Background: an optimization exercise with open tools, aiming at small area and few clock cycles. Do not read the settings as production practice. The RTL was checked by simulation tests, not by an equivalence proof against the original design. No activity file was given, so power comes from the tool's default toggle rates.

==> design/flow/flow/run.sh <==
#!/bin/bash
# Standard layout, with plain buf_1 port buffers and no CTS dummy loads.
set -euo pipefail
export BUFFER_PORTS_ARGS="-buffer_cell sky130_fd_sc_hd__buf_1"
export CTS_ARGS="-sink_clustering_enable -repair_clock_nets -dont_use_dummy_load -buf_list sky130_fd_sc_hd__clkbuf_8 -sink_clustering_size 22 -sink_clustering_max_diameter 50"
bash standard.sh > standard.log 2>&1
==> design/flow/standard.sh <==
#!/bin/bash
# synth_recipe.tcl (not shown) runs the flow's synth.tcl, then flattens the netlist and writes it again
# the make line also repeats each setting of config.mk as NAME=value (left out here)
make -C /OpenROAD-flow-scripts/flow DESIGN_CONFIG=/design/flow/config.mk WORK_HOME=/design/flow/orfs CLKGATE_MAP_FILE= SYNTH_SCRIPT=/design/flow/synth_recipe.tcl "${@:-finish}"
==> design/flow/config.mk <==
export PLATFORM = sky130hd
export DESIGN_NAME = sha256_feeder
export DESIGN_NICKNAME = sha256_feeder
export VERILOG_FILES = /design/flow/design.v
export SDC_FILE = /design/flow/constraint.sdc
export NUM_CORES = 4
export LEC_CHECK = 0
export CAP_MARGIN = 20
export CORE_MARGIN = 2
export CORE_UTILIZATION = 70
export SLEW_MARGIN = 20
==> design/flow/constraint.sdc <==
create_clock -name core_clock -period 5.0 [get_ports {clk}]
set_input_delay 1.0000 -clock core_clock [delete_from_list [all_inputs] [get_ports {clk}]]
set_output_delay 1.0000 -clock core_clock [all_outputs]
set_load 0.01 [all_outputs]
==> design/flow/design.v <==
module sha256_feeder (
    input  logic         clk,
    input  logic         rst,
    input  logic         in_valid,
    output logic         in_ready,
    input  logic [31:0]  in_data,
    input  logic         in_last,
    input  logic [2:0]   in_bytes,
    output logic         core_rst_n,
    output logic         core_calcu_en,
    output logic [31:0]  core_word,
    input  logic         core_calcu_rdy,
    output logic         core_read_en,
    input  logic [31:0]  core_word_out,
    output logic [255:0] digest,
    output logic         digest_valid
);
    localparam int N = 15;           
    typedef enum logic [1:0] {CRST, IDLE, SEND, READ} state_t;
    state_t             state;
    logic [N-1:0][31:0] fb;          
    logic [N-1:0]       fv;          
    logic [N-1:0]       ld;          
    logic [3:0]         cnt;         
    logic [29:0]        wc;          
    logic [1:0]         lb;          
    logic               last_seen;   
    logic               mk_done;     
    logic               len_q;       
    logic               dv;
    logic full, compact, start_ok, go, sending, pop, push, store;
    logic tail, marker, len_now, rd_last, brk;
    assign full    = &fv;
    assign compact = &(fv[N-2:0] | ~fv[N-1:1]);
    assign start_ok = last_seen ? compact : (full && in_valid);
    assign go      = (state == IDLE) && start_ok && core_calcu_rdy;
    assign sending = go || (state == SEND);
    assign pop     = sending && fv[0];
    assign brk      = (state == READ);
    assign in_ready = !last_seen && (brk ? !(&fv[N-1:7]) :
                      (!full || ((state == SEND) && fv[0]) ||
                       ((state == IDLE) && core_calcu_rdy)));
    assign push     = in_valid && in_ready;
    assign store    = push && (in_bytes != 3'd0);
    assign tail    = last_seen && fv[0] && !(|fv[N-1:1]) && (lb != 2'd0);
    assign marker  = last_seen && !fv[0] && !mk_done;
    assign len_now = last_seen && !fv[0] && mk_done;
    assign rd_last = (state == READ) && cnt[3];
    assign core_rst_n    = !((state == CRST) || rd_last);
    assign core_calcu_en = go;
    assign core_read_en  = (state == READ) && !cnt[3] && core_calcu_rdy;
    assign digest_valid  = dv;
    always_comb begin
        if (fv[0]) begin
            core_word = fb[0];
            if (tail) begin
                case (lb)
                    2'd1:    core_word = {fb[0][31:24], 24'h80_0000};
                    2'd2:    core_word = {fb[0][31:16], 16'h8000};
                    default: core_word = {fb[0][31:8], 8'h80};
                endcase
            end
        end else if (marker) begin
            core_word = 32'h8000_0000;
        end else if ((cnt == 4'd14) && len_now) begin
            core_word = {29'b0, wc[29:27]};
        end else if ((cnt == 4'd15) && len_q) begin
            core_word = {wc[26:0], lb, 3'b0};
        end else begin
            core_word = 32'h0;
        end
    end
    always_comb begin
        ld[0] = !fv[0] || pop || brk;
        for (int i = 1; i < 7; i++) ld[i] = !fv[i] || ld[i-1];
        ld[7] = !fv[7] || (ld[6] && !brk);
        for (int i = 8; i < N; i++) ld[i] = !fv[i] || ld[i-1];
    end
    always_ff @(posedge clk) begin
        if (rst) begin
            state     <= CRST;
            fv        <= '0;
            cnt       <= '0;
            wc        <= '0;
            lb        <= '0;
            last_seen <= 1'b0;
            mk_done   <= 1'b0;
            len_q     <= 1'b0;
            dv        <= 1'b0;
        end else begin
            dv <= 1'b0;
            for (int i = 0; i < 6; i++) if (ld[i]) fv[i] <= fv[i+1];
            if (ld[6]) fv[6] <= fv[7] && !brk;
            for (int i = 7; i < N-1; i++) if (ld[i]) fv[i] <= fv[i+1];
            if (ld[N-1]) fv[N-1] <= store;
            if (push) begin
                if (in_bytes[2]) wc <= wc + 30'd1;
                if (in_last) begin
                    last_seen <= 1'b1;
                    lb        <= in_bytes[1:0];
                end
            end
            if (sending && (tail || marker)) mk_done <= 1'b1;
            case (state)
                CRST: state <= IDLE;
                IDLE: begin
                    cnt <= 4'd0;
                    if (go) begin
                        state <= SEND;
                        cnt   <= 4'd1;
                    end
                end
                SEND: begin
                    cnt   <= cnt + 4'd1;
                    len_q <= (cnt == 4'd14) && len_now;
                    if (cnt == 4'd15) begin
                        if (len_q) begin
                            state     <= READ;
                            cnt       <= 4'd0;
                            last_seen <= 1'b0;
                            mk_done   <= 1'b0;
                            wc        <= '0;
                        end else begin
                            state <= IDLE;
                        end
                    end
                end
                READ: begin
                    if (core_read_en) cnt <= cnt + 4'd1;
                    if (cnt[3]) begin
                        dv     <= 1'b1;
                        state  <= IDLE;
                    end
                end
                default: state <= CRST;
            endcase
        end
    end
    logic dg_ld, dg_hold;
    assign dg_ld   = !rst && rd_last;
    assign dg_hold = !rst && !rd_last;
    always_ff @(posedge clk)
        digest <= (digest & {256{dg_hold}}) |
                  ({fb[0], fb[1], fb[2], fb[3], fb[4], fb[5], fb[6], core_word_out} & {256{dg_ld}});
    always_ff @(posedge clk) begin
        for (int i = 0; i < N-1; i++) if (ld[i]) fb[i] <= (i == 6 && brk) ? core_word_out : fb[i+1];
        if (ld[N-1]) fb[N-1] <= in_data;
    end
endmodule
==> reports/qor_table.md, run 1 <==
| Quantity | This run |
|:---|:---|
| Outcome | no timing/DRC/antenna violations |
| Total inserted antenna cells | 0 |
| Via count of the first global-routing pass | 13470 |
| Combinational family with the most area after synthesis | compound AO/OA/AOI/OAI gates |
| Number of buffers inserted for hold repair after clock tree synthesis | 0 |
| Critical path's largest stage delay | 0.92 ns |
| Ys async rst share | 0 |
| Total global-route track usage | 0.2804 |
| Number of warnings reported in the yosys synthesis log | 1 |
| Worst Max-Slew Pin Slew | 1.126 ns |
| First-pass DRT Iterations | 5 |
| Number of placed cells counting well taps | 2277 |
| Total via count in the routed design | 14270 |
| Family with the most delay on the worst path | simple AND/OR/NAND/NOR gates |
| Mux cell area share after synthesis | 0.01618 |
| Count of maximum capacitance violations | 0 |
| Area share of fa/ha/maj cells after synthesis | 0.005831 |
| Leakage | 0.01016 uW |
| Final design instance area without fill | 28450 sq um |
| Crit share post-route | 0.8245 |
| Relative contribution of the clock network to total power | 0.256 |
| Net switching power of the design | 2071 uW |
| Reg power frac | 0.717 |
| Element type at the critical path start | flip-flop |
| CTS root buffer | sky130_fd_sc_hd__clkbuf_8 |
| Clock Sink Count | 793 |
| Area overhead of the layout relative to synthesis | 10.50% |
| CP Max Fanout | 28 |
| Logic gate share of total power | 0.027 |
| Post-synthesis compound-gate area fraction | 0.1143 |
| Post-Synthesis Net Count | 1592 |
| Number of cells upsized or downsized after cts | 0 |
| Register-to-register setup slack | 1.37 ns |
| Timing-limited maximum frequency | 242.6 MHz |
| Initial Utilization | 0.7067 |
| Worst skew pair latency | 0.66 ns |
| Number of pins with negative max-slew slack in the final report | 0 |
| Slowest-stage cell, CP | sky130_fd_sc_hd__nor3b_1 |
| Sum of negative setup slack | 0 ns |
| Width of the chip | 195.8 um |
| Endpoint of the most critical register-to-register path | fb[91]$_DFFE_PP_ |
| Number of flops mapped to enable cells by yosys | 480 |
| CTS Buf Count | 49 |
| Antenna-violating nets left | 0 |
| Mapped Area | 25750 sq um |
| Distinct cells, synth | 55 |
| Crit path to | core_word[23] |
| Non-filler cells in the finished layout | 2330 |
| CTS tree | built |
| Die Area | 38330 sq um |
| Required arrival time at the worst endpoint | 4.00 ns |
| Worst reg-to-reg path cell count | 7 |
| Count of buffers inserted at the top-level ports | 364 |
| Post-synthesis average cell area | 17.07 sq um |
| Largest net degree at the start of global routing | 104 |
| Antenna violations before repair | 1 |
| Die extent in y | 195.8 um |
| Cell type with the largest total area after synthesis | sky130_fd_sc_hd__edfxtp_1 |
| Crit path buf inv count | 2 |
| Std-Cell Rows | 70 |
| Peak ir drop on the vdd network | 0.2983 mV |
| Data arrival time of the critical path | 3.12 ns |
| Wire length per cell | 23.43 um |
| Type of the tightest min-delay check | flip-flop to flip-flop |
| Buffers from clock root to sink, at most | 3 |
| Proportion of total power due to net switching | 0.2022 |
| Critical R2R Launch | fv[0]$_SDFFE_PP0P_ |
| Count of nets after finishing | 1948 |
| Leading cell types by total area after synthesis | sky130_fd_sc_hd__edfxtp_1 56%, sky130_fd_sc_hd__dfxtp_1 24%, sky130_fd_sc_hd__a22o_1 9.7% |
| Fraction of synthesized cell area in xor and xnor cells | 0.008844 |
| Floorplan Core Area | 36430 sq um |
| Detailed-route wire length | 54590 um |
| Fin crit period | 4.122 ns |
| Primary FF master, synth | sky130_fd_sc_hd__edfxtp_1 |
| Worst path depth | 8 |
| Most frequent cell after synthesis | sky130_fd_sc_hd__edfxtp_1 |
| Setup skew after layout | 0.05935 ns |
| DR vias/cell | 6.124 |
| Iter 0 DRT Violations | 1389 |
| Simple logic cell fraction of the synthesized area | 0.03620 |
| Routability-driven placement congestion ratio | 0.9506 |
| PwrDens | 360.2 nW/um^2 |
| Post CTS Setup Buffer Count | 0 |
| Number of instances in the synthesized netlist | 1508 |
| Launch point of the critical path | cnt[3]$_SDFFE_PP0P_ |
| DRC violations left | 0 |
| Final Hold Viols | 0 |
| List of most frequent post-synthesis cells | 480 x sky130_fd_sc_hd__edfxtp_1, 313 x sky130_fd_sc_hd__dfxtp_1, 286 x sky130_fd_sc_hd__a22o_1, 63 x sky130_fd_sc_hd__clkbuf_1, 54 x sky130_fd_sc_hd__nor2_1 |
| CTS clock-pin slew for the worst setup and hold paths | 0.11 ns |
| Global-route wire length before repair | 80610 um |
| Total I/O pin count | 365 |
| Post-synthesis sequential area ratio | 0.8032 |
| CTS H-tree depth | 2 |
| Crit. End Element | primary output |
| Internal Dissipation | 8175 uW |
| Instance area after placement | 27670 sq um |
| Final HPWL from detailed placement | 38540 um |
| Final setup viols | 0 |
| Kind of critical path | flip-flop to primary output |
| Cells along the critical path | nand4_1 > nor3b_1 > nor4_4 > buf_4 > nand2_1 > o21ai_0 > a21o_1 > buf_1 |
| Area share of the leading cell type in the synthesized netlist | 0.5598 |
| RSZ-0062 raised after global routing | no |
| Synthesized flop and latch total | 793 |
| Layout cell share with drive strength beyond 1 | 0.06874 |
| Worst slew margin relative to its limit | 0.2493 |
| Aggregate global routing overflow | 0 |
==> registers in the layout (all words and copies together) (netlist names) <==
| name | count |
|---|---|
| state | 2 |
| len_q | 1 |
| dv | 1 |
| fb | 480 |
| fv | 15 |
| mk_done | 1 |
| lb | 2 |
| last_seen | 1 |
| cnt | 4 |
| wc | 30 |
| digest | 256 |
==> power groups by stage <==
stage	Sequential (uW)	Clock, uW	Combinational [uW]
after floorplan	7410	0	178
after detailed placement	7500	0	267
after global routing	7370	2890	296
after CTS	7350	2680	269
final	7350	2630	273
after global placement	7480	0	262
==> placed cells by master, fill, tap and decap left out, drive strengths merged, types with 4 or more instances in the layout <==
cell | Yosys | layout
and3 | 9 | 9
nand3 | 28 | 28
dfxtp | 313 | 313
buf | 17 | 385
nand4 | 11 | 11
a21o | 4 | 4
clkbuf | 63 | 49
ha | 12 | 12
a22o | 286 | 286
nor3 | 16 | 16
nor2b | 5 | 5
a21oi | 25 | 25
and4 | 5 | 5
xor2 | 12 | 12
mux2 | 34 | 34
nor4 | 4 | 4
o21ai | 17 | 17
inv | 22 | 22
edfxtp | 480 | 480
nor2 | 54 | 54
xnor2 | 14 | 14
nand2 | 31 | 31
and2 | 6 | 6
==> per-stage QoR <==
stage / util / power, uW / hold slack (ns) / worst slack, ns
2_1_floorplan: - / 7588 / 0.4003 / 0.6328
3_3_place_gp: 0.7593 / 7740 / 0.4001 / 1.370
3_5_place_dp: 0.7593 / 7763 / 0.4045 / 1.255
4_1_cts: 0.7778 / 10300 / 0.3734 / 0.9353
5_1_grt: 0.7808 / 10560 / 0.3772 / 0.6983
6_report: 0.7808 / 10250 / 0.3745 / 0.8776
==> worst min path at each step <==
stage                                  from                 to  slack [ns]  cells past startpoint
after floorplan           fb[256]$_DFFE_PP_  fb[224]$_DFFE_PP_        0.40                      0
after global placement    fb[449]$_DFFE_PP_  fb[417]$_DFFE_PP_        0.40                      0
after detailed placement  fb[266]$_DFFE_PP_  fb[234]$_DFFE_PP_        0.40                      0
after CTS                 fb[447]$_DFFE_PP_  fb[415]$_DFFE_PP_        0.37                      0
after global routing      fb[447]$_DFFE_PP_  fb[415]$_DFFE_PP_        0.38                      0
final                     fb[447]$_DFFE_PP_  fb[415]$_DFFE_PP_        0.37                      0
==> cells by family (layout without fill, tap and decap cells) <==
family          Yosys count  count (layout)
mux                      37              37
fa+ha+maj                12              12
buf+inv                 103             457
flops                   793             793
simple gates            181             181
xor+xnor                 26              26
compound gates          356             356
==> layer usage <==
layer  part of all wire  up-vias  track usage
met1               0.40     7053       0.3802
met5            0.00024        -            0
met3              0.083      105      0.06464
li1                   -     6468            -
met4              0.043        2       0.1148
met2               0.48      640       0.4481
==> cell type report <==
class	count	area [sq um]
Sequential cell	793	20680
Tap cell	468	585.6
Multi-Input combinational cell	612	4782
Inverter	23	86.33
Fill cell	2077	7985
Timing Repair Buffer	385	1642
Clock buffer	49	674.4
Testbench counts, summed over its fixed seeds: cycles 32,916.
==> run 2: changes to the inputs <==
==> design/flow/flow/run.sh (replaced) <==
#!/bin/bash
# Standard layout, with plain buf_1 port buffers and no CTS dummy loads.
set -euo pipefail
export BUFFER_PORTS_ARGS="-buffer_cell sky130_fd_sc_hd__buf_1"
export CTS_ARGS="-sink_clustering_enable -repair_clock_nets -dont_use_dummy_load -buf_list sky130_fd_sc_hd__clkbuf_4 -sink_clustering_size 10 -sink_clustering_max_diameter 40"
bash standard.sh > standard.log 2>&1
==> run 2 against run 1 <==
Critical path depth decreased by 2; flip-flop and latch count unchanged; combinational power about the same; critical path type unchanged; highest routed layer unchanged; global-route usage increased by 0.41 points; critical endpoint is now core_calcu_en.
==> reports/qor_table.md, run 2 <==
| Quantity | This run | vs previous |
|:---|:---|:---|
| Largest net degree at the start of global routing | 104 | unchanged |
| Final setup viols | 0 | unchanged |
| Net switching power of the design | 2147 uW | +3.6% |
| Buffers from clock root to sink, at most | 3 | unchanged |
| Iter 0 DRT Violations | 1202 | -13% |
| First-pass DRT Iterations | 6 | +1 |
| CTS tree | built |  |
| Wire length per cell | 23.25 um | -0.77% |
| Global-route wire length before repair | 81880 um | +1.6% |
| Element type at the critical path start | flip-flop |  |
| RSZ-0062 raised after global routing | no |  |
| Area share of the leading cell type in the synthesized netlist | 0.5598 | unchanged |
| Post-synthesis sequential area ratio | 0.8032 | unchanged |
| Floorplan Core Area | 36430 sq um | unchanged |
| CP Max Fanout | 23 | -18% |
| Antenna-violating nets left | 0 | unchanged |
| Final total power | 10320 uW | +0.72% |
| Total I/O pin count | 365 | unchanged |
| Final Hold Viols | 0 | unchanged |
| Crit path buf inv count | 2 | unchanged |
| Sum of negative setup slack | 0 ns | unchanged |
| Number of pins with negative max-slew slack in the final report | 0 | unchanged |
| Primary FF master, synth | sky130_fd_sc_hd__edfxtp_1 |  |
| Setup skew after layout | 0.09898 ns | +0.03963 ns |
| Register-to-register setup slack | 1.32 ns | -0.05 ns |
| Number of placed cells counting well taps | 2277 | unchanged |
| Count of nets after finishing | 1995 | +2.4% |
| CTS H-tree depth | 3 | +1 |
| Total via count in the routed design | 14520 | +1.8% |
| Leakage | 0.01024 uW | +0.85% |
| Max reg flops | 480 | unchanged |
| Leading cell types by total area after synthesis | sky130_fd_sc_hd__edfxtp_1 56%, sky130_fd_sc_hd__dfxtp_1 24%, sky130_fd_sc_hd__a22o_1 9.7% |  |
| Type of the tightest min-delay check | input port to flip-flop |  |
| Fin crit period | 4.164 ns | +0.04207 ns |
| Peak ir drop on the vdd network | 0.3264 mV | +9.4% |
| Instance area after placement | 27670 sq um | unchanged |
| Std-Cell Rows | 70 | unchanged |
| Distinct cells, synth | 55 | unchanged |
| Number of warnings reported in the yosys synthesis log | 1 | unchanged |
| Number of cells upsized or downsized after cts | 0 | unchanged |
| Final HPWL from detailed placement | 38540 um | unchanged |
| Number of instances in the synthesized netlist | 1508 | unchanged |
| Relative contribution of the clock network to total power | 0.261 | +0.005 |
| Area overhead of the layout relative to synthesis | 10.67% |  |
| PwrDens | 362.2 nW/um^2 | +0.57% |
| Proportion of total power due to net switching | 0.2080 | +0.005831 |
| Synthesized flop and latch total | 793 | unchanged |
| Routability-driven placement congestion ratio | 0.9506 | unchanged |
| Cell type with the largest total area after synthesis | sky130_fd_sc_hd__edfxtp_1 |  |
| Antenna violations before repair | 2 | +1 |
| Detailed-route wire length | 55310 um | +1.3% |
| Mapped Area | 25750 sq um | unchanged |
| Family with the most delay on the worst path | simple AND/OR/NAND/NOR gates |  |
| Data arrival time of the critical path | 3.16 ns | +0.04 ns |
| Commonest cells after routing, fill and taps aside | 480 x sky130_fd_sc_hd__edfxtp_1, 364 x sky130_fd_sc_hd__buf_1, 313 x sky130_fd_sc_hd__dfxtp_1, 286 x sky130_fd_sc_hd__a22o_1, 96 x sky130_fd_sc_hd__clkbuf_4 |  |
| Post-synthesis average cell area | 17.07 sq um | unchanged |
| CTS Buf Count | 96 | +96% |
| Number of flops mapped to enable cells by yosys | 480 | unchanged |
| Top reg by flops | fb |  |
| Width of the chip | 195.8 um | unchanged |
| Reg power frac | 0.712 | -0.005 |
| Count of maximum capacitance violations | 0 | unchanged |
| Count of buffers inserted at the top-level ports | 364 | unchanged |
| Timing-limited maximum frequency | 240.1 MHz | -1.0% |
| Cells along the critical path | and4_1 > nand3_2 > nor4_2 > a21oi_2 > inv_1 > buf_1 |  |
| Outcome | no timing/DRC/antenna violations |  |
| Post-Synthesis Net Count | 1592 | unchanged |
| CTS root buffer | sky130_fd_sc_hd__clkbuf_4 |  |
| Most common library cell in the layout ignoring fill and taps | sky130_fd_sc_hd__edfxtp_1 |  |
| Via count of the first global-routing pass | 13960 | +3.6% |
| DRC violations left | 0 | unchanged |
| Layout cell share with drive strength beyond 1 | 0.09167 | +0.02293 |
| CTS clock-pin slew for the worst setup and hold paths | 0.08 ns | -0.03 ns |
| Worst Max-Slew Pin Slew | 1.130 ns | +0.004273 ns |
| Initial Utilization | 0.7067 | unchanged |
| Most frequent cell after synthesis | sky130_fd_sc_hd__edfxtp_1 |  |
| Crit share post-route | 0.8329 | +0.008415 |
| Number of buffers inserted for hold repair after clock tree synthesis | 0 | unchanged |
| Non-filler cells in the finished layout | 2379 | +2.1% |
| Post CTS Setup Buffer Count | 0 | unchanged |
| Die Area | 38330 sq um | unchanged |
| Total global-route track usage | 0.2846 | +0.004138 |
| Aggregate global routing overflow | 0 | unchanged |
| Crit. End Element | primary output |  |
| Die extent in y | 195.8 um | unchanged |
| Ys async rst share | 0 | unchanged |
| DR vias/cell | 6.103 | -0.34% |
| Worst slew margin relative to its limit | 0.2451 | -0.004230 |
| Required arrival time at the worst endpoint | 4.00 ns | about the same |
| Kind of critical path | flip-flop to primary output |  |
| Internal Dissipation | 8174 uW | about the same |
| Clock Sink Count | 793 | unchanged |
| Fillers | 2106 | +1.4% |
| List of most frequent post-synthesis cells | 480 x sky130_fd_sc_hd__edfxtp_1, 313 x sky130_fd_sc_hd__dfxtp_1, 286 x sky130_fd_sc_hd__a22o_1, 63 x sky130_fd_sc_hd__clkbuf_1, 54 x sky130_fd_sc_hd__nor2_1 |  |
| Logic gate share of total power | 0.027 | about the same |
| Leading registers by flop count | fb: 480 flops, digest: 256 flops, wc: 30 flops |  |
| Worst skew pair latency | 0.81 ns | +0.15 ns |
| Final core utilization | 0.7820 | +0.001202 |
| Final design instance area without fill | 28490 sq um | +0.15% |
| Critical path's largest stage delay | 0.92 ns | about the same |
| Slowest-stage cell, CP | sky130_fd_sc_hd__dfxtp_1 |  |
==> run 2: cell counts after synthesis <==
No cell type changed its count.
==> run 2: layout make-up <==
cell class,count,area [sq um],area share
flip-flops and latches,793,20680,0.7258
well taps,468,585.6,0.02055
clock buffers,96,720.7,0.02529
repair buffers,385,1634,0.05735
multi-input cells,612,4782,0.1678
diodes,2,5.005,0.0001756
inverters,23,86.33,0.003030
==> run 2: path summary, 6_finish.rpt <==
path	start	end	depth (start not counted)
max	fv[0]$_SDFFE_PP0P_	core_calcu_en	6
min	in_data[17]	fb[465]$_DFFE_PP_	1
max reg2reg	fv[0]$_SDFFE_PP0P_	fb[93]$_DFFE_PP_	7
min reg2reg	fb[381]$_DFFE_PP_	fb[349]$_DFFE_PP_	0
==> run 2: power by group through the flow <==
stage / clock (uW) / sequential [uW] / combinational [uW]
6_report: 2700 / 7350 / 276
5_1_grt: 3010 / 7370 / 297
4_1_cts: 2760 / 7350 / 269
3_5_place_dp: 0 / 7500 / 267
3_3_place_gp: 0 / 7480 / 262
2_1_floorplan: 0 / 7410 / 178
==> run 2: through the flow <==
| step | hold slack, ns | worst slack (ns) |
|---|---|---|
| global placement | 0.4001 | 1.370 |
| floorplan | 0.4003 | 0.6328 |
| CTS | 0.2899 | 0.7836 |
| global route | 0.3102 | 0.5990 |
| detailed placement | 0.4045 | 1.255 |
| finish | 0.3764 | 0.8355 |
==> run 2: kinds of logic after synthesis <==
family,count (synthesis),share of synthesized area
buffers and inverters,103,0.01540
adder cells (fa/ha/maj),12,0.005831
flip-flops,793,0.8032
AO/OA/AOI/OAI,356,0.1143
AND/OR/NAND/NOR,181,0.03620
multiplexers,37,0.01618
XOR/XNOR,26,0.008844
==> run 2: routing by layer <==
layer,share of wire,GRT usage
met5,0.00024,0
met4,0.042,0.1336
met3,0.084,0.06378
met2,0.48,0.4503
met1,0.40,0.3837
==> run 3: changes to the inputs <==
==> design/flow/flow/run.sh (replaced) <==
#!/bin/bash
# Standard layout, with plain buf_1 port buffers and no CTS dummy loads.
set -euo pipefail
export BUFFER_PORTS_ARGS="-buffer_cell sky130_fd_sc_hd__buf_1"
export CTS_ARGS="-sink_clustering_enable -repair_clock_nets -dont_use_dummy_load -buf_list sky130_fd_sc_hd__clkbuf_8 -sink_clustering_size 16 -sink_clustering_max_diameter 60"
bash standard.sh > standard.log 2>&1
==> run 3 against run 2 <==
Clock skew shrank 0.056 ns; wire length shrank 0.70%; hold slack gained 0.027 ns; sequential share of layout area shrank 0.11 points; combinational power is essentially flat.
==> reports/qor_table.md, run 3 <==
| Quantity | This run | vs previous |
|:---|:---|:---|
| Worst skew pair latency | 0.65 ns | -0.16 ns |
| Std-Cell Rows | 70 | unchanged |
| Total via count in the routed design | 14340 | -1.2% |
| Layout cell share with drive strength beyond 1 | 0.07223 | -0.01944 |
| Buffers from clock root to sink, at most | 3 | unchanged |
| Post-Synthesis Net Count | 1592 | unchanged |
| Cells along the critical path | and4_1 > nand3_2 > nor4_2 > a21oi_2 > inv_1 > buf_1 |  |
| Sum of negative setup slack | 0 ns | unchanged |
| CTS H-tree depth | 2 | -1 |
| Relative contribution of the clock network to total power | 0.267 | +0.006 |
| Final setup viols | 0 | unchanged |
| Wire length per cell | 23.50 um | +1.1% |
| Slowest-stage cell, CP | sky130_fd_sc_hd__dfxtp_1 |  |
| Setup slack after layout | 0.9120 ns | +0.07645 ns |
| Peak ir drop on the vdd network | 0.2973 mV | -8.9% |
| Post-synthesis sequential area ratio | 0.8032 | unchanged |
| Count of nets after finishing | 1955 | -2.0% |
| Proportion of total power due to net switching | 0.2026 | -0.005419 |
| Top reg by flops | fb |  |
| Count of maximum capacitance violations | 0 | unchanged |
| CTS clock-pin slew for the worst setup and hold paths | 0.10 ns | +0.02 ns |
| Worst reg-to-reg path cell count | 7 | unchanged |
| Leakage | 0.01020 uW | -0.38% |
| Required arrival time at the worst endpoint | 4.00 ns | about the same |
| Via count of the first global-routing pass | 13660 | -2.1% |
| Total global-route track usage | 0.2839 | -0.0006445 |
| Clock Sink Count | 793 | unchanged |
| PwrDens | 364.4 nW/um^2 | +0.60% |
| Worst slack at placement | 1.255 ns | unchanged |
| Instance area after placement | 27670 sq um | unchanged |
| Ys async rst share | 0 | unchanged |
| Primary FF master, synth | sky130_fd_sc_hd__edfxtp_1 |  |
| Data arrival time of the critical path | 3.09 ns | -0.07 ns |
| Final design instance area without fill | 28540 sq um | +0.16% |
| RSZ-0062 raised after global routing | no |  |
| Width of the chip | 195.8 um | unchanged |
| Floorplan Core Area | 36430 sq um | unchanged |
| Die extent in y | 195.8 um | unchanged |
| List of most frequent post-synthesis cells | 480 x sky130_fd_sc_hd__edfxtp_1, 313 x sky130_fd_sc_hd__dfxtp_1, 286 x sky130_fd_sc_hd__a22o_1, 63 x sky130_fd_sc_hd__clkbuf_1, 54 x sky130_fd_sc_hd__nor2_1 |  |
| CTS tree | built |  |
| Die Area | 38330 sq um | unchanged |
| Type of the tightest min-delay check | flip-flop to flip-flop |  |
| Logic gate share of total power | 0.026 | about the same |
| Net switching power of the design | 2107 uW | -1.9% |
| Synthesized flop and latch total | 793 | unchanged |
| Number of pins with negative max-slew slack in the final report | 0 | unchanged |
| Number of cells upsized or downsized after cts | 0 | unchanged |
| CTS Buf Count | 56 | -42% |
| Crit. End Element | primary output |  |
| Critical path's largest stage delay | 0.92 ns | about the same |
| Worst Max-Slew Pin Slew | 1.117 ns | -0.01293 ns |
| Internal Dissipation | 8293 uW | +1.4% |
| Setup skew after layout | 0.04332 ns | -0.05566 ns |
| CP Max Fanout | 23 | unchanged |
| Count of buffers inserted at the top-level ports | 364 | unchanged |
| Number of buffers inserted for hold repair after clock tree synthesis | 0 | unchanged |
| Routability-driven placement congestion ratio | 0.9506 | unchanged |
| Final Hold Viols | 0 | unchanged |
| Critical R2R Launch | fv[0]$_SDFFE_PP0P_ |  |
| Endpoint of the most critical register-to-register path | fb[68]$_DFFE_PP_ |  |
| Post CTS Setup Buffer Count | 0 | unchanged |
| Area share of the leading cell type in the synthesized netlist | 0.5598 | unchanged |
| Area overhead of the layout relative to synthesis | 10.84% |  |
| Total I/O pin count | 365 | unchanged |
| Largest net degree at the start of global routing | 104 | unchanged |
| Total inserted antenna cells | 0 | -2 |
| Cell type with the largest total area after synthesis | sky130_fd_sc_hd__edfxtp_1 |  |
| Aggregate global routing overflow | 0 | unchanged |
| Timing-limited maximum frequency | 244.6 MHz | +1.9% |
| Fin crit period | 4.088 ns | -0.07645 ns |
| Number of warnings reported in the yosys synthesis log | 1 | unchanged |
| Initial Utilization | 0.7067 | unchanged |
| Area taken by flip-flops and latches | 20680 sq um | unchanged |
| Worst slew margin relative to its limit | 0.2551 | +0.01000 |
| Antenna-violating nets left | 0 | unchanged |
| Mapped Area | 25750 sq um | unchanged |
| Fillers | 2057 | -2.3% |
| Crit share post-route | 0.8176 | -0.01529 |
| Iter 0 DRT Violations | 1348 | +12% |
| Max reg flops | 480 | unchanged |
| Commonest cells after routing, fill and taps aside | 480 x sky130_fd_sc_hd__edfxtp_1, 364 x sky130_fd_sc_hd__buf_1, 313 x sky130_fd_sc_hd__dfxtp_1, 286 x sky130_fd_sc_hd__a22o_1, 56 x sky130_fd_sc_hd__clkbuf_8 |  |
| Leading cell types by total area after synthesis | sky130_fd_sc_hd__edfxtp_1 56%, sky130_fd_sc_hd__dfxtp_1 24%, sky130_fd_sc_hd__a22o_1 9.7% |  |
| Distinct cells, synth | 55 | unchanged |
| Launch point of the critical path | fv[0]$_SDFFE_PP0P_ |  |
| Post-synthesis average cell area | 17.07 sq um | unchanged |
| Leading registers by flop count | fb: 480 flops, digest: 256 flops, wc: 30 flops |  |
| DR vias/cell | 6.136 | +0.54% |
| Detailed-route wire length | 54920 um | -0.70% |
| DRC violations left | 0 | unchanged |
| Outcome | no timing/DRC/antenna violations |  |
| Final core utilization | 0.7833 | +0.001236 |
| Antenna violations before repair | 0 | -2 |
| Most frequent cell after synthesis | sky130_fd_sc_hd__edfxtp_1 |  |
| Final HPWL from detailed placement | 38540 um | unchanged |
| Worst Hold Margin | 0.4033 ns | +0.02688 ns |
| Crit path to | core_calcu_en |  |
| Element type at the critical path start | flip-flop |  |
| Global-route wire length before repair | 81630 um | -0.30% |
| CTS root buffer | sky130_fd_sc_hd__clkbuf_8 |  |
| Register-to-register setup slack | 1.30 ns | -0.02 ns |
| First-pass DRT Iterations | 5 | -1 |
| Number of flops mapped to enable cells by yosys | 480 | unchanged |
| Number of instances in the synthesized netlist | 1508 | unchanged |
| Kind of critical path | flip-flop to primary output |  |
| Most common library cell in the layout ignoring fill and taps | sky130_fd_sc_hd__edfxtp_1 |  |
| Area of the multi-input gates | 4782 sq um | unchanged |
| Reg power frac | 0.706 | -0.006 |
[run 3: layout make-up]
type / count / area share
clock buffer: 56 / 0.02701
sequential: 793 / 0.7246
tap: 468 / 0.02052
multi-input combinational: 612 / 0.1676
timing repair buffer: 385 / 0.05726
inverter: 23 / 0.003025
[run 3: worst min path at each step]
| stage | start | slack (ns) | end | cells past startpoint |
|---|---|---|---|---|
| after floorplan | fb[256]$_DFFE_PP_ | 0.40 | fb[224]$_DFFE_PP_ | 0 |
| after global placement | fb[449]$_DFFE_PP_ | 0.40 | fb[417]$_DFFE_PP_ | 0 |
| after detailed placement | fb[266]$_DFFE_PP_ | 0.40 | fb[234]$_DFFE_PP_ | 0 |
| after CTS | fb[419]$_DFFE_PP_ | 0.40 | fb[387]$_DFFE_PP_ | 0 |
| after global routing | fb[419]$_DFFE_PP_ | 0.40 | fb[387]$_DFFE_PP_ | 0 |
| final | fb[419]$_DFFE_PP_ | 0.40 | fb[387]$_DFFE_PP_ | 0 |
[run 3: cell families (layout without fill, tap and decap cells)]
kind of cell               Yosys count  count (layout)  synth area share
AOI/OAI and AO/OA                  356             356            0.1143
xor gates and xnor gates            26              26          0.008844
adders and majority gates           12              12          0.005831
buffers and inverters              103             464           0.01540
DFF                                793             793            0.8032
muxes                               37              37           0.01618
and+or+nand+nor                    181             181           0.03620
[run 3: power groups by stage]
| stage | sequential [uW] | clock (uW) | combinational (uW) |
|---|---|---|---|
| final | 7350 | 2780 | 274 |
| after floorplan | 7410 | 0 | 178 |
| after global placement | 7480 | 0 | 262 |
| after global routing | 7370 | 3050 | 296 |
| after CTS | 7350 | 2840 | 269 |
| after detailed placement | 7500 | 0 | 267 |
[run 3: worst max-delay path, delay by kind of cell (launching register included)]
kind,cells,cell delay [ns]
and+or+nand+nor,3,0.98
DFF,1,0.92
buffers and inverters,2,0.40
AOI/OAI and AO/OA,1,0.15
[run 3: metrics by stage]
| step | std cells | total power [uW] |
|---|---|---|
| floorplan | 1508 | 7588 |
| global placement | 2277 | 7740 |
| detailed placement | 2277 | 7763 |
| CTS | 2333 | 10460 |
| global route | 2337 | 10720 |
| finish | 2337 | 10400 |
[run 3: routing by layer]
layer / part of all wire / track usage
met1: 0.40 / 0.3853
met4: 0.046 / 0.1316
met5: 0 / 0
met3: 0.082 / 0.05742
met2: 0.47 / 0.4522
==> run 4: changes to the inputs <==
--- a/design/flow/design.v
+++ b/design/flow/design.v
@@ -47,5 +47,5 @@
     assign len_now = last_seen && !fv[0] && mk_done;
     assign rd_last = (state == READ) && cnt[3];
-    assign core_rst_n    = !((state == CRST) || rd_last);
+    assign core_rst_n    = (state != CRST);
     assign core_calcu_en = go;
     assign core_read_en  = (state == READ) && !cnt[3] && core_calcu_rdy;
@@ -130,5 +130,5 @@
                     if (cnt[3]) begin
                         dv     <= 1'b1;
-                        state  <= IDLE;
+                        state  <= CRST;
                     end
                 end
--- a/design/flow/config.mk
+++ b/design/flow/config.mk
@@ -8,4 +8,4 @@
 export CAP_MARGIN = 20
 export CORE_MARGIN = 2
-export CORE_UTILIZATION = 70
+export CORE_UTILIZATION = 80
 export SLEW_MARGIN = 20
==> run 4 against run 3 <==
Critical path type unchanged; non-clock buffer count shrank 5; register-to-register slack better by 0.23 ns; still clean on timing, DRC and antenna; synthesized cell count up 5.9%; area after synthesis rose by 0.63%; highest routed layer unchanged.
==> reports/qor_table.md, run 4 <==
| Quantity | This run | vs previous |
|:---|:---|:---|
| Worst skew pair latency | 0.66 ns | about the same |
| Number of pins with negative max-slew slack in the final report | 0 | unchanged |
| Outcome | no timing/DRC/antenna violations |  |
| Net switching power of the design | 2115 uW | +0.42% |
| Internal Dissipation | 8199 uW | -1.1% |
| Slowest-stage cell, CP | sky130_fd_sc_hd__nor4_1 |  |
| Total inserted antenna cells | 0 | unchanged |
| Most common library cell in the layout ignoring fill and taps | sky130_fd_sc_hd__edfxtp_1 |  |
| Leading registers by flop count | fb: 480 flops, digest: 256 flops, wc: 30 flops |  |
| Synthesized flop and latch total | 793 | unchanged |
| Via count of the first global-routing pass | 15740 | +15% |
| Required arrival time at the worst endpoint | 4.00 ns | about the same |
| DRC violations left | 0 | unchanged |
| Logic gate share of total power | 0.015 | -0.011 |
| Count of buffers inserted at the top-level ports | 364 | unchanged |
| Aggregate global routing overflow | 0 | unchanged |
| RSZ-0062 raised after global routing | no |  |
| Proportion of total power due to net switching | 0.2051 | +0.002531 |
| Wire length per cell | 28.35 um | +21% |
| Peak ir drop on the vdd network | 0.3664 mV | +23% |
| Area overhead of the layout relative to synthesis | 9.895% |  |
| PwrDens | 362.2 nW/um^2 | -0.59% |
| Commonest cells after routing, fill and taps aside | 480 x sky130_fd_sc_hd__edfxtp_1, 364 x sky130_fd_sc_hd__buf_1, 312 x sky130_fd_sc_hd__dfxtp_1, 277 x sky130_fd_sc_hd__a22o_1, 121 x sky130_fd_sc_hd__nand2_1 |  |
| Layout cell share with drive strength beyond 1 | 0.05103 | -0.02120 |
| Family with the most delay on the worst path | simple AND/OR/NAND/NOR gates |  |
| Antenna violations before repair | 0 | unchanged |
| Distinct cells, synth | 63 | +15% |
| Ys async rst share | 0 | unchanged |
| Initial Utilization | 0.8169 | +0.1102 |
| Relative contribution of the clock network to total power | 0.277 | +0.010 |
| Floorplan Core Area | 31720 sq um | -13% |
| Final setup viols | 0 | unchanged |
| Buffers from clock root to sink, at most | 3 | unchanged |
| Sum of negative setup slack | 0 ns | unchanged |
| CP Max Fanout | 7 | -70% |
| Total global-route track usage | 0.3918 | +0.1078 |
| Width of the chip | 184.0 um | -6.0% |
| Most frequent cell after synthesis | sky130_fd_sc_hd__edfxtp_1 |  |
| Count of nets after finishing | 2020 | +3.3% |
| Data arrival time of the critical path | 3.32 ns | +0.23 ns |
| Crit. End Element | primary output |  |
| Std-Cell Rows | 65 | -7.1% |
| List of most frequent post-synthesis cells | 480 x sky130_fd_sc_hd__edfxtp_1, 313 x sky130_fd_sc_hd__dfxtp_1, 277 x sky130_fd_sc_hd__a22o_1, 122 x sky130_fd_sc_hd__nand2_1, 78 x sky130_fd_sc_hd__clkbuf_1 |  |
| Antenna-violating nets left | 0 | unchanged |
| Critical path's largest stage delay | 0.79 ns | -0.13 ns |
| Max reg flops | 480 | unchanged |
| Primary FF master, synth | sky130_fd_sc_hd__edfxtp_1 |  |
| Timing-limited maximum frequency | 231.3 MHz | -5.4% |
| Type of the tightest min-delay check | flip-flop to flip-flop |  |
| Worst Max-Slew Pin Slew | 1.089 ns | -0.02823 ns |
| Mapped Area | 25910 sq um | +0.63% |
| Worst slew margin relative to its limit | 0.2712 | +0.01607 |
| First-pass DRT Iterations | 6 | +1 |
| Crit path buf inv count | 2 | unchanged |
| Final Hold Viols | 0 | unchanged |
| Clock Sink Count | 793 | unchanged |
| Total I/O pin count | 365 | unchanged |
| Area share of the leading cell type in the synthesized netlist | 0.5563 | -0.003514 |
| Post-synthesis average cell area | 16.22 sq um | -5.0% |
| Leading cell types by total area after synthesis | sky130_fd_sc_hd__edfxtp_1 56%, sky130_fd_sc_hd__dfxtp_1 24%, sky130_fd_sc_hd__a22o_1 9.4% |  |
| Cell type with the largest total area after synthesis | sky130_fd_sc_hd__edfxtp_1 |  |
| Die Area | 33840 sq um | -12% |
| Worst Hold Margin | 0.4113 ns | +0.008011 ns |
| CTS H-tree depth | 2 | unchanged |
| Reg power frac | 0.708 | +0.002 |
| Cells along the critical path | inv_1 > ha_1 > or3_1 > nor4_1 > nor2b_1 > a22o_1 > buf_1 |  |
| Post-synthesis sequential area ratio | 0.7981 | -0.005042 |
| CTS Buf Count | 56 | unchanged |
| Largest net degree at the start of global routing | 257 | +150% |
| CTS clock-pin slew for the worst setup and hold paths | 0.10 ns | about the same |
| Leakage | 0.01022 uW | +0.13% |
| Kind of critical path | flip-flop to primary output |  |
| CTS root buffer | sky130_fd_sc_hd__clkbuf_8 |  |
| Number of instances in the synthesized netlist | 1597 | +5.9% |
| Count of maximum capacitance violations | 0 | unchanged |
| Iter 0 DRT Violations | 2091 | +55% |
| Detailed-route wire length | 66390 um | +21% |
| Number of cells upsized or downsized after cts | 0 | unchanged |
| Top reg by flops | fb |  |
| Crit share post-route | 0.8647 | +0.04708 |
| Post-Synthesis Net Count | 1675 | +5.2% |
| DR vias/cell | 6.893 | +12% |
| Number of buffers inserted for hold repair after clock tree synthesis | 0 | unchanged |
| Number of warnings reported in the yosys synthesis log | 1 | unchanged |
| Post CTS Setup Buffer Count | 0 | unchanged |
| Number of flops mapped to enable cells by yosys | 480 | unchanged |
| Global-route wire length before repair | 97050 um | +19% |
| Fin crit period | 4.323 ns | +0.2354 ns |
| CTS tree | built |  |
| Setup skew after layout | 0.1043 ns | +0.06097 ns |
| Fillers | 1122 | -45% |
| Routability-driven placement congestion ratio | 0.9239 | -2.8% |
| Die extent in y | 184.0 um | -6.0% |
| Total via count in the routed design | 16140 | +13% |
| Final HPWL from detailed placement | 41320 um | +7.2% |
| Element type at the critical path start | flip-flop |  |
[run 4: cell count changes in the layout (fill, tap and decap cells not counted), sizes merged, moves of 13 or more]
| cell | before | now |
|---|---|---|
| o21ai | 17 | 31 |
| xnor2 | 14 | 1 |
| nand2 | 31 | 122 |
| or3 | 3 | 18 |
| a21oi | 25 | 39 |
| mux2 | 34 | 0 |
[run 4: area by class of cell]
cell class                      count  area [sq um]  share of cell area
Sequential cell                   793         20680              0.7263
Multi-Input combinational cell    691          4897              0.1720
Timing Repair Buffer              380          1546             0.05431
Clock buffer                       56         770.7             0.02707
Tap cell                          402         503.0             0.01766
Inverter                           20         75.07            0.002637
[run 4: final timing paths]
kind	startpoint	endpoint	slack, ns	cells after the start
worst max-delay path	lb[0]$_SDFFE_PP0P_	core_word[1]	0.68	7
worst min-delay path	fb[349]$_DFFE_PP_	fb[317]$_DFFE_PP_	0.41	0
worst max register to register	fv[8]$_SDFFE_PP0P_	fb[268]$_DFFE_PP_	1.53	5
worst min register to register	fb[349]$_DFFE_PP_	fb[317]$_DFFE_PP_	0.41	0
[run 4: worst register-to-register path: stages, from the launching register on]
cell	delay, ns
sky130_fd_sc_hd__dfxtp_1	0.61
sky130_fd_sc_hd__nand4_1	0.35
sky130_fd_sc_hd__nor4b_1	0.54
sky130_fd_sc_hd__nor4_2	0.19
sky130_fd_sc_hd__o21a_1	0.42
sky130_fd_sc_hd__o21ai_4	0.98
[run 4: logic make-up (layout without fill, tap and decap cells)]
| group | count (synthesis) | after routing | share of synthesized area |
|---|---|---|---|
| flip-flops | 793 | 793 | 0.7981 |
| AO/OA/AOI/OAI | 405 | 405 | 0.1268 |
| AND/OR/NAND/NOR | 269 | 269 | 0.05032 |
| buffers and inverters | 113 | 456 | 0.01796 |
| XOR/XNOR | 7 | 7 | 0.002366 |
| adder cells (fa/ha/maj) | 6 | 6 | 0.002897 |
| multiplexers | 4 | 4 | 0.001545 |
[run 4: metal layers]
layer / share of wire / vias to the layer above / routed length [um] / GRT usage
met3: 0.11 / 255 / 7428 / 0.09786
met5: 0 / - / 0 / 0
met4: 0.073 / 0 / 4858 / 0.2426
met2: 0.49 / 1307 / 32560 / 0.6513
met1: 0.32 / 7800 / 21540 / 0.4644
li1: - / 6781 / - / -
[run 4: through the flow]
| stage | setup slack [ns] | instance area [sq um] | power (uW) | instances | utilization |
|---|---|---|---|---|---|
| after global routing | 0.5021 | 28470 | 10540 | 2342 | 0.8977 |
| after floorplan | 0.2693 | 25910 | 7437 | 1597 | - |
| after global placement | 1.089 | 27620 | 7533 | 2283 | 0.8709 |
| after CTS | 0.3527 | 28400 | 10290 | 2339 | 0.8953 |
| after detailed placement | 0.9532 | 27630 | 7568 | 2283 | 0.8710 |
| final | 0.6766 | 28470 | 10310 | 2342 | 0.8977 |
[run 4: power by group through the flow]
stage | clock [uW] | combinational (uW) | sequential, uW
floorplan | 0 | 85.8 | 7350
global placement | 0 | 132 | 7400
detailed placement | 0 | 141 | 7430
CTS | 2860 | 146 | 7290
global route | 3060 | 161 | 7320
finish | 2860 | 153 | 7300
Testbench counts of run 4, summed over its fixed seeds: cycles 32,918.
==> run 5: changes to the inputs <==
--- a/design/flow/config.mk
+++ b/design/flow/config.mk
@@ -8,4 +8,6 @@
 export CAP_MARGIN = 20
 export CORE_MARGIN = 2
-export CORE_UTILIZATION = 80
+export CORE_UTILIZATION = 70
+export GPL_ROUTABILITY_DRIVEN = 0
+export GPL_TIMING_DRIVEN = 0
 export SLEW_MARGIN = 20
==> run 5 against run 4 <==
Still clean on timing, DRC and antenna; setup slack lost 0.15 ns; final cell count grew 7.2%; first-iteration DRC count shrank 50%; clock skew shrank 0.069 ns; area after synthesis is the same; cell area grew 2.3%; critical endpoint is now core_word[15].
==> reports/qor_table.md, run 5 <==
| Quantity | This run | vs previous |
|:---|:---|:---|
| Outcome | no timing/DRC/antenna violations |  |
| Total inserted antenna cells | 0 | unchanged |
| Count of nets after finishing | 2123 | +5.1% |
| List of most frequent post-synthesis cells | 480 x sky130_fd_sc_hd__edfxtp_1, 313 x sky130_fd_sc_hd__dfxtp_1, 277 x sky130_fd_sc_hd__a22o_1, 122 x sky130_fd_sc_hd__nand2_1, 78 x sky130_fd_sc_hd__clkbuf_1 |  |
| Timing-limited maximum frequency | 223.6 MHz | -3.3% |
| Total via count in the routed design | 15280 | -5.3% |
| CTS Buf Count | 56 | unchanged |
| Endpoint of the most critical register-to-register path | fb[400]$_DFFE_PP_ |  |
| Area share of the leading cell type in the synthesized netlist | 0.5563 | unchanged |
| Number of warnings reported in the yosys synthesis log | 1 | unchanged |
| Worst skew pair latency | 0.65 ns | about the same |
| Top reg by flops | fb |  |
| Final Hold Viols | 0 | unchanged |
| Post-synthesis sequential area ratio | 0.7981 | unchanged |
| Crit share post-route | 0.8944 | +0.02969 |
| Area overhead of the layout relative to synthesis | 12.41% |  |
| Layout cell share with drive strength beyond 1 | 0.05580 | +0.004769 |
| Mapped Area | 25910 sq um | unchanged |
| Iter 0 DRT Violations | 1054 | -50% |
| Worst slack at placement | 0.9874 ns | +0.03421 ns |
| CTS tree | built |  |
| Setup slack after layout | 0.5281 ns | -0.1485 ns |
| Data arrival time of the critical path | 3.47 ns | +0.15 ns |
| Element type at the critical path start | flip-flop |  |
| Antenna violations before repair | 0 | unchanged |
| Final HPWL from detailed placement | 42540 um | +3.0% |
| Peak ir drop on the vdd network | 0.3338 mV | -8.9% |
| Largest net degree at the start of global routing | 33 | -87% |
| Distinct cells, synth | 63 | unchanged |
| RSZ-0062 raised after global routing | no |  |
| Buffers from clock root to sink, at most | 3 | unchanged |
| Dominant cell type by count on the critical path | sky130_fd_sc_hd__clkbuf_1 |  |
| Commonest cells after routing, fill and taps aside | 480 x sky130_fd_sc_hd__edfxtp_1, 369 x sky130_fd_sc_hd__buf_1, 313 x sky130_fd_sc_hd__dfxtp_1, 277 x sky130_fd_sc_hd__a22o_1, 122 x sky130_fd_sc_hd__nand2_1 |  |
| Fin crit period | 4.472 ns | +0.1485 ns |
| Detailed-route wire length | 56940 um | -14% |
| Non-filler cells in the finished layout | 2511 | +7.2% |
| Count of buffers inserted at the top-level ports | 364 | unchanged |
| Number of cells upsized or downsized after cts | 0 | unchanged |
| Type of the tightest min-delay check | flip-flop to flip-flop |  |
| Post CTS Setup Buffer Count | 0 | unchanged |
| Required arrival time at the worst endpoint | 4.00 ns | about the same |
| Number of flops mapped to enable cells by yosys | 480 | unchanged |
| DR vias/cell | 6.087 | -12% |
| CP Max Fanout | 10 | +3 |
| Antenna-violating nets left | 0 | unchanged |
| Worst reg-to-reg path cell count | 8 | +3 |
| WHS Path Cells | 0 | unchanged |
| Cell type with the largest total area after synthesis | sky130_fd_sc_hd__edfxtp_1 |  |
| Final setup viols | 0 | unchanged |
| Most common library cell in the layout ignoring fill and taps | sky130_fd_sc_hd__edfxtp_1 |  |
| Primary FF master, synth | sky130_fd_sc_hd__edfxtp_1 |  |
| Via count of the first global-routing pass | 14870 | -5.5% |
| Slowest-stage cell, CP | sky130_fd_sc_hd__nor4_2 |  |
| Die Area | 38570 sq um | +14% |
| Post-Synthesis Net Count | 1675 | unchanged |
| Floorplan Core Area | 36520 sq um | +15% |
| First-pass DRT Iterations | 5 | -1 |
| Worst slew margin relative to its limit | 0.2500 | -0.02122 |
| Kind of critical path | flip-flop to primary output |  |
| Std-Cell Rows | 70 | +7.7% |
| Ys async rst share | 0 | unchanged |
| PwrDens | 350.9 nW/um^2 | -3.1% |
| CTS root buffer | sky130_fd_sc_hd__clkbuf_8 |  |
| Wire length per cell | 22.67 um | -20% |
| Leading registers by flop count | fb: 480 flops, digest: 256 flops, wc: 30 flops |  |
| Hold wc startpoint | fb[323]$_DFFE_PP_ |  |
| Aggregate global routing overflow | 0 | unchanged |
| Global-route wire length before repair | 85820 um | -12% |
| Number of instances in the synthesized netlist | 1597 | unchanged |
| Die extent in y | 196.4 um | +6.8% |
| Critical R2R Launch | fv[0]$_SDFFE_PP0P_ |  |
| Total I/O pin count | 365 | unchanged |
| CTS H-tree depth | 2 | unchanged |
| Max reg flops | 480 | unchanged |
| Number of pins with negative max-slew slack in the final report | 0 | unchanged |
| Register-to-register setup slack | 1.41 ns | -0.12 ns |
| Setup skew after layout | 0.03491 ns | -0.06938 ns |
| Number of buffers inserted for hold repair after clock tree synthesis | 0 | unchanged |
| Post-synthesis average cell area | 16.22 sq um | unchanged |
| Crit. End Element | primary output |  |
| Initial Utilization | 0.7094 | -0.1075 |
| Synthesized flop and latch total | 793 | unchanged |
| CTS clock-pin slew for the worst setup and hold paths | 0.10 ns | about the same |
| Critical path's largest stage delay | 0.98 ns | +0.19 ns |
| Total global-route track usage | 0.2977 | -0.09404 |
| Clock Sink Count | 793 | unchanged |
| End point of the most critical hold path | fb[291]$_DFFE_PP_ |  |
| Worst Max-Slew Pin Slew | 1.116 ns | +0.02667 ns |
| Count of maximum capacitance violations | 0 | unchanged |
| DRC violations left | 0 | unchanged |
| Cells along the critical path | clkbuf_1 > nand4_1 > nor4_2 > clkbuf_1 > nand2_1 > o211ai_1 > buf_1 |  |
| Leading cell types by total area after synthesis | sky130_fd_sc_hd__edfxtp_1 56%, sky130_fd_sc_hd__dfxtp_1 24%, sky130_fd_sc_hd__a22o_1 9.4% |  |
| Width of the chip | 196.4 um | +6.8% |
| Most frequent cell after synthesis | sky130_fd_sc_hd__edfxtp_1 |  |
| Leakage | 0.01047 uW | +2.5% |
| Number of placed cells counting well taps | 2454 | +7.5% |
==> run 5: cell counts after synthesis <==
Identical to the previous run, type by type.
==> run 5: per-stage QoR <==
step           total power [uW]  setup TNS, ns  hold slack, ns  cell area (sq um)    util
3_5_place_dp               7570              0          0.4045              28350  0.7762
3_3_place_gp               7550        -199.66          0.4005              27860  0.7629
4_1_cts                   10270              0          0.3991              29120  0.7973
6_report                  10220              0          0.4002              29130  0.7975
5_1_grt                   10520              0          0.4006              29130  0.7975
2_1_floorplan              7437              0          0.4003              25910       -
==> run 5: worst max path at each step <==
| stage | from | endpoint | slack [ns] | cells past startpoint |
|---|---|---|---|---|
| after detailed placement | in_valid | fb[401]$_DFFE_PP_ | 0.99 | 9 |
| after CTS | lb[0]$_SDFFE_PP0P_ | core_word[1] | 0.56 | 8 |
| final | cnt[3]$_SDFFE_PP0P_ | core_word[15] | 0.53 | 7 |
| after floorplan | in_valid | fb[256]$_DFFE_PP_ | 0.27 | 5 |
| after global placement | in_valid | fb[433]$_DFFE_PP_ | -1.14 | 6 |
| after global routing | cnt[3]$_SDFFE_PP0P_ | core_word[15] | 0.36 | 7 |
==> run 5: area by class of cell <==
type                    instances  area, sq um
clock buffers                  56        770.7
well taps                     468        585.6
multi-input cells             691         4861
fillers                      2069         7397
repair buffers                390         1763
plain buffers                  93        390.4
flip-flops and latches        793        20680
inverters                      20        75.07
==> run 5: power breakdown <==
part           leakage [uW]  switching [uW]  internal [uW]
Combinational       0.00246             112           48.0
Sequential          0.00761             119           7150
Clock              0.000403            1790           1000
Total                0.0105            2020           8200
==> run 5: routing by layer <==
| metal | vias up | wire length, um | GRT usage |
|---|---|---|---|
| met5 | - | 0 | 0 |
| met4 | 0 | 2848 | 0.1515 |
| met3 | 134 | 4932 | 0.07598 |
| met2 | 688 | 28380 | 0.5072 |
| met1 | 7469 | 20780 | 0.3544 |
| li1 | 6993 | - | - |
==> run 5: kinds of logic after synthesis <==
logic type               Yosys count  share of synthesized area
XOR/XNOR                           7                   0.002366
multiplexers                       4                   0.001545
AND/OR/NAND/NOR                  269                    0.05032
AO/OA/AOI/OAI                    405                     0.1268
buffers and inverters            113                    0.01796
flip-flops                       793                     0.7981
adder cells (fa/ha/maj)            6                   0.002897
==> run 5: worst max-delay path: cells and delay by family (launching register included) <==
kind                   cells  cell delay [ns]
buffers and inverters      3             0.93
AO/OA/AOI/OAI              1             0.16
AND/OR/NAND/NOR            3             1.40
flip-flops                 1             0.32
==> run 6: changes to the inputs <==
--- a/design/flow/config.mk
+++ b/design/flow/config.mk
@@ -9,5 +9,3 @@
 export CORE_MARGIN = 2
 export CORE_UTILIZATION = 70
-export GPL_ROUTABILITY_DRIVEN = 0
-export GPL_TIMING_DRIVEN = 0
 export SLEW_MARGIN = 20
==> run 6 against run 5 <==
Critical endpoint is now core_word[0]; still clean; setup slack better by 0.23 ns; die area is the same; sequential power about the same; flip-flop and latch count unchanged; combinational power shrank 12%; via count shrank 3.9%; hold slack improved by 0.016 ns; final cell count down 4.1%; power down 0.47%; maximum frequency is 5.3% higher.
==> reports/qor_table.md, run 6 <==
| Quantity | This run | vs previous |
|:---|:---|:---|
| Sum of negative setup slack | 0 ns | unchanged |
| Kind of critical path | flip-flop to primary output |  |
| Area overhead of the layout relative to synthesis | 9.986% |  |
| CTS clock-pin slew for the worst setup and hold paths | 0.10 ns | about the same |
| Total inserted antenna cells | 0 | unchanged |
| First-pass DRT Iterations | 5 | unchanged |
| Slowest-stage cell, CP | sky130_fd_sc_hd__nor4_1 |  |
| Fin crit period | 4.246 ns | -0.2263 ns |
| Routability-driven placement congestion ratio | 0.9091 |  |
| Initial Utilization | 0.7094 | unchanged |
| Antenna violations before repair | 0 | unchanged |
| Distinct cells, synth | 63 | unchanged |
| Final HPWL from detailed placement | 36620 um | -14% |
| Worst skew pair latency | 0.65 ns | about the same |
| Crit. End Element | primary output |  |
| Synthesized flop and latch total | 793 | unchanged |
| Die extent in y | 196.4 um | unchanged |
| Post-Synthesis Net Count | 1675 | unchanged |
| Number of buffers inserted for hold repair after clock tree synthesis | 0 | unchanged |
| Worst slack at placement | 1.323 ns | +0.3354 ns |
| Worst Max-Slew Pin Slew | 1.163 ns | +0.04732 ns |
| CTS H-tree depth | 2 | unchanged |
| DR vias/cell | 6.100 | +0.21% |
| Detailed-route wire length | 52770 um | -7.3% |
| RSZ-0062 raised after global routing | no |  |
| CTS tree | built |  |
| Number of instances in the synthesized netlist | 1597 | unchanged |
| Primary FF master, synth | sky130_fd_sc_hd__edfxtp_1 |  |
| Setup slack after layout | 0.7544 ns | +0.2263 ns |
| Final setup viols | 0 | unchanged |
| CP Max Fanout | 7 | -3 |
| Leading cell types by total area after synthesis | sky130_fd_sc_hd__edfxtp_1 56%, sky130_fd_sc_hd__dfxtp_1 24%, sky130_fd_sc_hd__a22o_1 9.4% |  |
| Clock Sink Count | 793 | unchanged |
| Buffers from clock root to sink, at most | 3 | unchanged |
| Type of the tightest min-delay check | flip-flop to flip-flop |  |
| Required arrival time at the worst endpoint | 4.00 ns | about the same |
| Total via count in the routed design | 14680 | -3.9% |
| Count of buffers inserted at the top-level ports | 364 | unchanged |
| Area share of the leading cell type in the synthesized netlist | 0.5563 | unchanged |
| Global-route wire length before repair | 79470 um | -7.4% |
| Post CTS Setup Buffer Count | 0 | unchanged |
| Count of maximum capacitance violations | 0 | unchanged |
| CTS root buffer | sky130_fd_sc_hd__clkbuf_8 |  |
| DRC violations left | 0 | unchanged |
| Worst slew margin relative to its limit | 0.2246 | -0.02535 |
| Number of warnings reported in the yosys synthesis log | 1 | unchanged |
| Data arrival time of the critical path | 3.25 ns | -0.22 ns |
| Post-synthesis sequential area ratio | 0.7981 | unchanged |
| Number of pins with negative max-slew slack in the final report | 0 | unchanged |
| Final Hold Viols | 0 | unchanged |
| Max reg flops | 480 | unchanged |
| Ys async rst share | 0 | unchanged |
| Aggregate global routing overflow | 0 | unchanged |
| Cell type with the largest total area after synthesis | sky130_fd_sc_hd__edfxtp_1 |  |
| List of most frequent post-synthesis cells | 480 x sky130_fd_sc_hd__edfxtp_1, 313 x sky130_fd_sc_hd__dfxtp_1, 277 x sky130_fd_sc_hd__a22o_1, 122 x sky130_fd_sc_hd__nand2_1, 78 x sky130_fd_sc_hd__clkbuf_1 |  |
| Element type at the critical path start | flip-flop |  |
| Number of cells upsized or downsized after cts | 0 | unchanged |
| Largest net degree at the start of global routing | 209 | +530% |
| Top reg by flops | fb |  |
| Antenna-violating nets left | 0 | unchanged |
| Leakage | 0.01019 uW | -2.7% |
| Instance area after placement | 27740 sq um | -2.1% |
| Outcome | no timing/DRC/antenna violations |  |
| Die Area | 38570 sq um | unchanged |
| Most frequent cell after synthesis | sky130_fd_sc_hd__edfxtp_1 |  |
| Total I/O pin count | 365 | unchanged |
| Width of the chip | 196.4 um | unchanged |
| Mapped Area | 25910 sq um | unchanged |
| Setup skew after layout | 0.02460 ns | -0.01031 ns |
| Via count of the first global-routing pass | 13970 | -6.0% |
| PwrDens | 356.9 nW/um^2 | +1.7% |
| Commonest cells after routing, fill and taps aside | 480 x sky130_fd_sc_hd__edfxtp_1, 364 x sky130_fd_sc_hd__buf_1, 313 x sky130_fd_sc_hd__dfxtp_1, 277 x sky130_fd_sc_hd__a22o_1, 122 x sky130_fd_sc_hd__nand2_1 |  |
| Total global-route track usage | 0.2709 | -0.02683 |
| Std-Cell Rows | 70 | unchanged |
| Number of flops mapped to enable cells by yosys | 480 | unchanged |
| Cells along the critical path | inv_1 > ha_1 > or3_1 > nor4_1 > nor2b_1 > a22o_1 > buf_1 |  |
| Iter 0 DRT Violations | 1124 | +6.6% |
| CTS Buf Count | 55 | -1.8% |
| Crit share post-route | 0.8491 | -0.04525 |
| Floorplan Core Area | 36520 sq um | unchanged |
| Count of nets after finishing | 2019 | -4.9% |
| Post-synthesis average cell area | 16.22 sq um | unchanged |
| Wire length per cell | 21.92 um | -3.3% |
| Peak ir drop on the vdd network | 0.3046 mV | -8.7% |
| Final design instance area without fill | 28500 sq um | -2.2% |
| Leading registers by flop count | fb: 480 flops, digest: 256 flops, wc: 30 flops |  |
| Critical path's largest stage delay | 0.71 ns | -0.27 ns |
| Timing-limited maximum frequency | 235.5 MHz | +5.3% |
| Most common library cell in the layout ignoring fill and taps | sky130_fd_sc_hd__edfxtp_1 |  |
| Layout cell share with drive strength beyond 1 | 0.04899 | -0.006806 |
==> run 6: final cells by class <==
class,count,area (sq um)
Clock buffer,55,757.0
Fill cell,2109,8025
Inverter,20,75.07
Multi-Input combinational cell,691,4888
Sequential cell,793,20680
Tap cell,468,585.6
Timing Repair Buffer,380,1511
==> run 6: stage by stage <==
step / utilization / hold WS (ns) / total power (uW) / cells
after floorplan: - / 0.4003 / 7437 / 1597
after global placement: 0.7595 / 0.4006 / 7541 / 2352
after detailed placement: 0.7595 / 0.4045 / 7558 / 2352
after CTS: 0.7803 / 0.4167 / 10250 / 2407
after global routing: 0.7803 / 0.4258 / 10480 / 2407
final: 0.7803 / 0.4163 / 10170 / 2407
==> run 6: critical path: cells and delay by family (launching register included) <==
| kind | cells | cell delay, ns |
|---|---|---|
| AOI/OAI and AO/OA | 1 | 0.30 |
| DFF | 1 | 0.42 |
| adders and majority gates | 1 | 0.24 |
| and+or+nand+nor | 3 | 1.41 |
| buffers and inverters | 2 | 0.24 |
==> run 6: cells by family after synthesis <==
kind of cell	synth area share
simple gates	0.05032
flops	0.7981
buf+inv	0.01796
compound gates	0.1268
mux	0.001545
xor+xnor	0.002366
fa+ha+maj	0.002897
==> run 6: power by group <==
group,internal [uW],switching [uW]
logic,43.4,97.2
clock network,985,1780
registers,7150,121
==> run 6: per-layer routing <==
layer,part of all wire,global-route usage,vias up
li1,-,-,6768
met1,0.40,0.3595,7226
met2,0.48,0.4401,585
met3,0.075,0.05287,103
met5,0,0,-
met4,0.045,0.1268,0
==> run 6: path summary, 6_finish.rpt <==
check	startpoint	to	slack (ns)	depth (start not counted)
max reg2reg	fv[8]$_SDFFE_PP0P_	fb[368]$_DFFE_PP_	1.80	5
min	fb[291]$_DFFE_PP_	fb[259]$_DFFE_PP_	0.42	0
max	lb[0]$_SDFFE_PP0P_	core_word[0]	0.75	7
min reg2reg	fb[291]$_DFFE_PP_	fb[259]$_DFFE_PP_	0.42	0
==> run 7: changes to the inputs <==
--- a/design/flow/config.mk
+++ b/design/flow/config.mk
@@ -6,6 +6,6 @@
 export NUM_CORES = 4
 export LEC_CHECK = 0
-export CAP_MARGIN = 20
+export CAP_MARGIN = 0
 export CORE_MARGIN = 2
 export CORE_UTILIZATION = 70
-export SLEW_MARGIN = 20
+export SLEW_MARGIN = 0
==> run 7 against run 6 <==
Still clean on timing, DRC and antenna; area after synthesis is the same; hold slack unchanged; final cell count is the same; critical path type unchanged; largest power group unchanged.
==> reports/qor_table.md, run 7 <==
| Quantity | This run | vs previous |
|:---|:---|:---|
| Outcome | no timing/DRC/antenna violations |  |
| CTS H-tree depth | 2 | unchanged |
| Sum of negative setup slack | 0 ns | unchanged |
| Synthesized flop and latch total | 793 | unchanged |
| Type of the tightest min-delay check | flip-flop to flip-flop |  |
| CP Max Fanout | 7 | unchanged |
| First-pass DRT Iterations | 5 | unchanged |
| Max reg flops | 480 | unchanged |
| Final HPWL from detailed placement | 36620 um | unchanged |
| Number of placed cells counting well taps | 2352 | unchanged |
| Slowest-stage cell, CP | sky130_fd_sc_hd__nor4_1 |  |
| Fin crit period | 4.246 ns | unchanged |
| Element type at the critical path start | flip-flop |  |
| Critical path's largest stage delay | 0.71 ns | about the same |
| Post CTS Setup Buffer Count | 0 | unchanged |
| Final Hold Viols | 0 | unchanged |
| PwrDens | 356.9 nW/um^2 | unchanged |
| Total inserted antenna cells | 0 | unchanged |
| Number of buffers inserted for hold repair after clock tree synthesis | 0 | unchanged |
| Iter 0 DRT Violations | 1124 | unchanged |
| Leading registers by flop count | fb: 480 flops, digest: 256 flops, wc: 30 flops |  |
| Detailed-route wire length | 52770 um | unchanged |
| Width of the chip | 196.4 um | unchanged |
| Floorplan Core Area | 36520 sq um | unchanged |
| Total via count in the routed design | 14680 | unchanged |
| Number of pins with negative max-slew slack in the final report | 0 | unchanged |
| Worst skew pair latency | 0.65 ns | about the same |
| Data arrival time of the critical path | 3.25 ns | about the same |
| Aggregate global routing overflow | 0 | unchanged |
| Via count of the first global-routing pass | 13970 | unchanged |
| Buffers from clock root to sink, at most | 3 | unchanged |
| Mapped Area | 25910 sq um | unchanged |
| RSZ-0062 raised after global routing | no |  |
| CTS root buffer | sky130_fd_sc_hd__clkbuf_8 |  |
run 7: cell counts in the layout (fill, tap and decap cells not counted):
No cell type changed its count.
run 7: stage by stage:
step / area (sq um) / utilization / setup WS, ns / power [uW] / hold WS, ns
6_report: 28500 / 0.7803 / 0.7544 / 10170 / 0.4163
5_1_grt: 28500 / 0.7803 / 0.6221 / 10480 / 0.4258
4_1_cts: 28500 / 0.7803 / 0.7270 / 10250 / 0.4167
3_5_place_dp: 27740 / 0.7595 / 1.323 / 7558 / 0.4045
3_3_place_gp: 27740 / 0.7595 / 1.296 / 7541 / 0.4006
2_1_floorplan: 25910 / - / 0.2693 / 7437 / 0.4003
run 7: cells by family after synthesis:
group                      after synthesis  synth area share
and+or+nand+nor                        269           0.05032
DFF                                    793            0.7981
buffers and inverters                  113           0.01796
xor gates and xnor gates                 7          0.002366
adders and majority gates                6          0.002897
muxes                                    4          0.001545
AOI/OAI and AO/OA                      405            0.1268
run 7: layer usage:
metal  up-vias  wire (um)  global-route usage
li1       6768          -                   -
met1      7226      21220              0.3595
met2       585      25220              0.4401
met3       103       3960             0.05287
met4         0       2362              0.1268
met5         -          0                   0
run 7: final cells by class:
cell class,instances,area [sq um]
Fill cell,2109,8025
Inverter,20,75.07
Multi-Input combinational cell,691,4888
Sequential cell,793,20680
Tap cell,468,585.6
Timing Repair Buffer,380,1511
Clock buffer,55,757.0
run 7: power breakdown:
part	switching [uW]	internal (uW)	total, uW
clock	1780	985	2760
sequential	121	7150	7270
combinational	97.2	43.4	141
run 7: worst paths after layout:
| path | endpoint | start | slack [ns] | depth (start not counted) |
|---|---|---|---|---|
| hold reg to reg | fb[259]$_DFFE_PP_ | fb[291]$_DFFE_PP_ | 0.42 | 0 |
| hold / removal | fb[259]$_DFFE_PP_ | fb[291]$_DFFE_PP_ | 0.42 | 0 |
| setup / recovery | core_word[0] | lb[0]$_SDFFE_PP0P_ | 0.75 | 7 |
| setup reg to reg | fb[368]$_DFFE_PP_ | fv[8]$_SDFFE_PP0P_ | 1.80 | 5 |

## what the ideal ports hide
How much do the figures lean on ideal ports? The routed layouts below were timed once more, with nothing changed but the port constraints. Step 1, drivers: a clkbuf_16 drives clk and a buf_2 each remaining input, both assumed. Step 2, shift: input delay + t, output delay - t, t = (earliest + latest rising clock arrival at the registers) / 2. This alone moves slack from input paths to output paths. Three values: no drivers, after step 1, after step 2; two values: the first two.
run | t, ns | setup slack, ns
run 1 | 0.681 | 0.878 / 0.826 / 1.256
run 2 | 0.808 | 0.836 / 0.787 / 1.206
run 3 | 0.681 | 0.912 / 0.862 / 1.230
run 4 | 0.658 | 0.677 / 0.623 / 1.083
run 5 | 0.688 | 0.528 / 0.476 / 0.910
run 6 | 0.690 | 0.754 / 0.705 / 1.222
run 7 | 0.690 | 0.754 / 0.705 / 1.222
After both steps setup and hold are still met in every run listed.
